This is an optimization exercise on Yosys and OpenROAD, whose aim is small area, not a production implementation.
In this exercise RTL edits were held to simulation tests only and were not proved equivalent to the original.
No activity file was given, so power comes from the tool's default toggle rates.

==> flow/design.v <==
module rf_cell (
    input  logic clk,
    input  logic sa,
    input  logic sb,
    input  logic h,
    input  logic da,
    input  logic db,
    output logic v
);
    logic q_n;
    assign v = ~q_n;
    always_ff @(posedge clk) q_n <= ~((sa & da) | (sb & db) | (h & v));
endmodule
module rf_ao3 (
    input  logic [2:0] sel,
    input  logic [2:0] d,
    output logic       y_n
);
    assign y_n = ~|(sel & d);
endmodule
module rf_rd (
    input  logic [30:0] sel,
    input  logic [30:0] d,
    output logic        y
);
    logic [9:0] p_n;
    for (genvar g = 0; g < 10; g++) begin : g_ao
        rf_ao3 u_ao (.sel(sel[3*g +: 3]), .d(d[3*g +: 3]), .y_n(p_n[g]));
    end
    assign y = ~&{p_n, ~(sel[30] & d[30])};
endmodule
module rf_and2 (
    input  logic a,
    input  logic b,
    output logic y
);
    assign y = a & b;
endmodule
module rf_nand2 (
    input  logic a,
    input  logic b,
    output logic y
);
    assign y = ~(a & b);
endmodule
module rf_and3 (
    input  logic a,
    input  logic b,
    input  logic c,
    output logic y
);
    assign y = a & b & c;
endmodule
module multiport_regfile #(
    parameter int                 DATA_W   = 32,
    parameter int                 NUM_REGS = 32,
    parameter int                 AW       = $clog2(NUM_REGS),
    parameter int                 SP_IDX   = 2,
    parameter logic [DATA_W-1:0]  SP_INIT  = 32'h0000_2ffc
) (
    input  logic              clk,
    input  logic              reset,
    input  logic [AW-1:0]     rs1,
    input  logic [AW-1:0]     rs2,
    output logic [DATA_W-1:0] rs1_dout,
    output logic [DATA_W-1:0] rs2_dout,
    input  logic              wa_en,
    input  logic [AW-1:0]     wa_rd,
    input  logic [DATA_W-1:0] wa_din,
    input  logic              wb_en,
    input  logic [AW-1:0]     wb_rd,
    input  logic [DATA_W-1:0] wb_din,
    output logic              ready,
    output logic              wr_conflict
);
    localparam logic [AW-1:0]     ZERO_IDX  = {AW{1'b0}};
    localparam logic [AW-1:0]     LAST_IDX  = AW'(NUM_REGS - 1);
    localparam logic [DATA_W-1:0] ZERO_DATA = {DATA_W{1'b0}};
    localparam int                NR        = NUM_REGS - 1;
    localparam int                HALF      = DATA_W / 2;
    logic              ready_r;
    logic [AW-1:0]     idx_r;
    logic              wr_conflict_r;
    logic [DATA_W-1:0] da_s, db_s;
    logic [3:0]        wa_hi, wb_hi, r1_hi, r2_hi;
    logic [7:0]        wa_lo, wb_lo, r1_lo, r2_lo;
    logic [NR-1:0]     dec_a_n, dec_b_n;
    logic [NR-1:0]     sel_a_s, sel_b_s, hold_s;
    logic [NR-1:0]     rd1_s   [2];
    logic [NR-1:0]     rd2_s   [2];
    logic              sel_b_sp_s;
    logic [NR-1:0]     q_s [DATA_W];
    always_ff @(posedge clk) begin
        if (reset) begin
            ready_r       <= 1'b0;
            idx_r         <= ZERO_IDX;
            wr_conflict_r <= 1'b0;
        end else begin
            if (!ready_r) begin
                idx_r <= idx_r + AW'(1);
                if (idx_r == LAST_IDX) ready_r <= 1'b1;
            end
            wr_conflict_r <= ready_r && wa_en && wb_en && (wa_rd == wb_rd) && (wa_rd != ZERO_IDX);
        end
    end
    assign da_s = wa_din;
    assign db_s = wb_din | (ready_r ? ZERO_DATA : SP_INIT);
    always_comb begin
        for (int j = 0; j < 4; j++) begin
            wa_hi[j]   = ready_r && wa_en && (wa_rd[4:3] == 2'(j));
            wb_hi[j]   = ready_r && wb_en && (wb_rd[4:3] == 2'(j));
            r1_hi[j]   = ready_r && (rs1[4:3] == 2'(j));
            r2_hi[j]   = ready_r && (rs2[4:3] == 2'(j));
        end
        for (int k = 0; k < 8; k++) begin
            wa_lo[k]   = (wa_rd[2:0] == 3'(k));
            wb_lo[k]   = (wb_rd[2:0] == 3'(k));
            r1_lo[k]   = (rs1[2:0] == 3'(k));
            r2_lo[k]   = (rs2[2:0] == 3'(k));
        end
    end
    for (genvar r = 0; r < NR; r++) begin : g_dec
        localparam int HI = (r + 1) / 8;
        localparam int LO = (r + 1) % 8;
        rf_nand2 u_dan (.a(wa_hi[HI]),   .b(wa_lo[LO]),   .y(dec_a_n[r]));
        rf_nand2 u_dbn (.a(wb_hi[HI]),   .b(wb_lo[LO]),   .y(dec_b_n[r]));
        rf_and3 u_sa (.a(wa_hi[HI]),  .b(wa_lo[LO]),  .c(dec_b_n[r]), .y(sel_a_s[r]));
        rf_and2 u_sb (.a(wb_hi[HI]),  .b(wb_lo[LO]),  .y(sel_b_s[r]));
        rf_and3 u_h  (.a(dec_a_n[r]), .b(dec_b_n[r]), .c(ready_r), .y(hold_s[r]));
        for (genvar hf = 0; hf < 2; hf++) begin : g_half
            rf_and2 u_rd1 (.a(r1_hi[HI]),  .b(r1_lo[LO]),  .y(rd1_s[hf][r]));
            rf_and2 u_rd2 (.a(r2_hi[HI]),  .b(r2_lo[LO]),  .y(rd2_s[hf][r]));
        end
    end
    rf_nand2 u_sbsp (.a(dec_b_n[SP_IDX-1]), .b(ready_r), .y(sel_b_sp_s));
    for (genvar r = 0; r < NR; r++) begin : g_reg
        for (genvar b = 0; b < DATA_W; b++) begin : g_bit
            logic sb_c;
            if (r == SP_IDX - 1 && SP_INIT[b]) begin : g_sp
                assign sb_c = sel_b_sp_s;
            end else begin : g_nsp
                assign sb_c = sel_b_s[r];
            end
            rf_cell u_cell (
                .clk (clk),
                .sa  (sel_a_s[r]),
                .sb  (sb_c),
                .h   (hold_s[r]),
                .da  (da_s[b]),
                .db  (db_s[b]),
                .v   (q_s[b][r])
            );
        end
    end
    for (genvar b = 0; b < DATA_W; b++) begin : g_rd
        rf_rd u_rd1 (.sel(rd1_s[b / HALF]), .d(q_s[b]), .y(rs1_dout[b]));
        rf_rd u_rd2 (.sel(rd2_s[b / HALF]), .d(q_s[b]), .y(rs2_dout[b]));
    end
    assign ready       = ready_r;
    assign wr_conflict = wr_conflict_r;
endmodule
export LEC_CHECK = 0
export CAP_MARGIN = 10
export CELL_PAD_IN_SITES_DETAIL_PLACEMENT = 1
export CELL_PAD_IN_SITES_GLOBAL_PLACEMENT = 1
export CORE_MARGIN = 2
export CORE_UTILIZATION = 40
export SLEW_MARGIN = 10
export SYNTH_HIERARCHICAL = 1
export SYNTH_MINIMUM_KEEP_SIZE = 0
create_clock -name core_clock -period 6.0 [get_ports {clk}]
standard.sh (not shown) runs the stock make flow with config.mk's settings and CLKGATE_MAP_FILE= SYNTH_SCRIPT=/design/flow/synth_recipe.tcl, a recipe that flattens the netlist after the stock synthesis.
==> flow/flow/run.sh <==
#!/bin/bash
# Standard layout with two changes: port buffers start as the smallest buffer
# (sky130_fd_sc_hd__buf_1; the resizer still sizes them), and the clock tree uses
# clkbuf_16 sink buffers over larger clusters, without dummy loads.
set -euo pipefail
export BUFFER_PORTS_ARGS="-buffer_cell sky130_fd_sc_hd__buf_1"
export CTS_ARGS="-sink_clustering_enable -repair_clock_nets -buf_list sky130_fd_sc_hd__clkbuf_16 -sink_clustering_size 24 -sink_clustering_max_diameter 90 -dont_use_dummy_load"
bash standard.sh finish > make_finish.log 2>&1
The starting point passed the timing, DRC and antenna checks.
Edit:
--- a/flow/flow/run.sh
+++ b/flow/flow/run.sh
@@ -7 +7 @@
-export CTS_ARGS="-sink_clustering_enable -repair_clock_nets -buf_list sky130_fd_sc_hd__clkbuf_16 -sink_clustering_size 24 -sink_clustering_max_diameter 90 -dont_use_dummy_load"
+export CTS_ARGS="-sink_clustering_enable -repair_clock_nets -buf_list sky130_fd_sc_hd__clkbuf_16 -sink_clustering_size 26 -sink_clustering_max_diameter 110 -dont_use_dummy_load"
Settings changed: PLACE_DENSITY set to 0.68.
The changed run produced a clean layout.
Clock power falls by 7.6%.
Via count rises by 0.96%.
Wire length falls by 4.9%.
Sequential power stays flat.
Power falls by 2.7%.
Edit:
Settings changed: PLACE_DENSITY 0.68 to not set.
Count of clock-buffer cells in the layout rose by 1.
First-iteration DRC count decreases by 8.0%.
Routed wire length is higher by 5.4%.
Maximum frequency increases by 0.46%.
Edit:
--- a/flow/flow/run.sh
+++ b/flow/flow/run.sh
@@ -7 +7 @@
-export CTS_ARGS="-sink_clustering_enable -repair_clock_nets -buf_list sky130_fd_sc_hd__clkbuf_16 -sink_clustering_size 26 -sink_clustering_max_diameter 110 -dont_use_dummy_load"
+export CTS_ARGS="-sink_clustering_enable -repair_clock_nets -buf_list sky130_fd_sc_hd__clkbuf_16 -sink_clustering_size 24 -sink_clustering_max_diameter 90 -dont_use_dummy_load"
Settings changed: CAP_MARGIN 10 to 20, SLEW_MARGIN 10 to 20.
=> Global-route usage stays flat; sequential cell count stays the same; hold slack hardly moves; worst setup slack got worse by 10 ps; synthesized cell count does not change; cell count barely changes; wire length is about the same; sequential share of layout area decreases by 0.23 points; total power came out higher by 2.6%; synthesized area stays the same; non-clock buffer count increases by 2.

---

== build 53 ==
Another version of the RTL of multiport_regfile (not shown whole).
Size: roughly 150 I/O pins, roughly 0.045 mm² of cells after synthesis.
Settings: LEC_CHECK=0, CAP_MARGIN=20, CELL_PAD_IN_SITES_DETAIL_PLACEMENT=1, CELL_PAD_IN_SITES_GLOBAL_PLACEMENT=1, CORE_MARGIN=2, CORE_UTILIZATION=40, CTS_BUF_LIST=sky130_fd_sc_hd__clkbuf_16, CTS_CLUSTER_DIAMETER=60, CTS_CLUSTER_SIZE=24, SLEW_MARGIN=20, SYNTH_HIERARCHICAL=1, SYNTH_MINIMUM_KEEP_SIZE=0; clock period 6.0 ns.
run.sh (not shown) runs the stock make flow with config.mk's settings and CLKGATE_MAP_FILE= SYNTH_SCRIPT=/design/flow/synth_recipe.tcl, a recipe that flattens the netlist after the stock synthesis.
Stock flow here: none of the scripts above is used.
[build 53] flow finished | final checks: failed | reasons: negative setup slack
Changes in build 37 relative to build 53:
Settings: CTS_CLUSTER_DIAMETER removed (was 60); CTS_CLUSTER_SIZE removed (was 24); CTS_BUF_LIST removed (was sky130_fd_sc_hd__clkbuf_16).
==> flow/flow/run.sh (new file) <==
#!/bin/bash
# Standard layout with two changes: port buffers start as the smallest buffer
# (sky130_fd_sc_hd__buf_1; the resizer still sizes them), and the clock tree uses
# clkbuf_16 sink buffers over larger clusters, without dummy loads.
set -euo pipefail
export BUFFER_PORTS_ARGS="-buffer_cell sky130_fd_sc_hd__buf_1"
export CTS_ARGS="-sink_clustering_enable -repair_clock_nets -buf_list sky130_fd_sc_hd__clkbuf_16 -sink_clustering_size 24 -sink_clustering_max_diameter 60 -dont_use_dummy_load"
bash standard.sh finish > make_finish.log 2>&1
==> flow/standard.sh (new file) <==
#!/bin/bash
# synth_recipe.tcl (not shown) runs the flow's synth.tcl, then flattens the netlist and writes it again
# the make line also repeats each setting of config.mk as NAME=value (left out here)
make -C /OpenROAD-flow-scripts/flow DESIGN_CONFIG=/design/flow/config.mk WORK_HOME=/design/flow/orfs CLKGATE_MAP_FILE= SYNTH_SCRIPT=/design/flow/synth_recipe.tcl "${@:-finish}"
removed: flow/run.sh
- FAIL: build 53; every other run in build 37 and build 53 is clean
- Comparing build 37 with build 53, the clock slew at the register clock pins of the worst setup and hold paths came out essentially unchanged.
- Power per cell area went down slightly going from build 53 to build 37.
- Wire: build 37 routes more than build 53
- On floorplan die height, build 37 and build 53 are neck and neck.
- The setup slack of build 37 is larger than that of build 53.
--- input diff build 37..build 7 ---
--- a/flow/flow/run.sh
+++ b/flow/flow/run.sh
@@ -7 +7 @@
-export CTS_ARGS="-sink_clustering_enable -repair_clock_nets -buf_list sky130_fd_sc_hd__clkbuf_16 -sink_clustering_size 24 -sink_clustering_max_diameter 60 -dont_use_dummy_load"
+export CTS_ARGS="-sink_clustering_enable -repair_clock_nets -buf_list sky130_fd_sc_hd__clkbuf_16 -sink_clustering_size 24 -sink_clustering_max_diameter 90 -dont_use_dummy_load"
Notes after the runs:
- Diff build 37 -> build 7: multi-input logic portion of the cell area has increased; fraction of power consumed by the clock network lower; met2 track demand over resource in global routing went down.

[afterwards: timing with drivers on the ports]
Ports are ideal in the flow. The routed layouts listed here were re-timed in OpenROAD.
Step 1, drivers: a clkbuf_16 drives clk and a buf_2 each remaining input, both assumed.
Step 2 adds t to the input delays and takes it off the output delays; t is the mean of the earliest and latest rising clock arrival at the registers after step 1. Input paths then give back, and output paths get back, about the clock's delay inside the block.
Three values: ideal, step 1, step 2; two values: the first two.
run | t (ns) | setup WS [ns] | worst setup path after step 2 | clock arrival spread, ns | slew at the worst register clock pin (ns)
the first run of note 1 | 0.776 | 0.253 / 0.184 / 0.184 | input to output | 0.057 / 0.057 | 0.11 / 0.11
the second run of note 1 | 0.766 | 0.237 / 0.131 / 0.131 | input to output | 0.050 / 0.050 | 0.12 / 0.12
the third run of note 1 | 0.758 | 0.263 / 0.133 / 0.133 | input to output | 0.057 / 0.057 | 0.12 / 0.12
the fourth run of note 1 | 0.782 | 0.253 / 0.225 / 0.225 | input to output | 0.067 / 0.067 | 0.11 / 0.11
build 53 | 0.792 | -0.045 / -0.073 / -0.073 | input to output | 0.040 / 0.040 | 0.09 / 0.09
build 37 | 0.779 | 0.247 / 0.214 / 0.214 | input to output | 0.073 / 0.073 | 0.08 / 0.08
build 7 | 0.770 | 0.302 / 0.271 / 0.271 | input to output | 0.080 / 0.080 | 0.11 / 0.11
The setup slack of the third run of note 1, which loses most, moves by -0.130 ns with the drivers and by -0.130 ns with both steps.
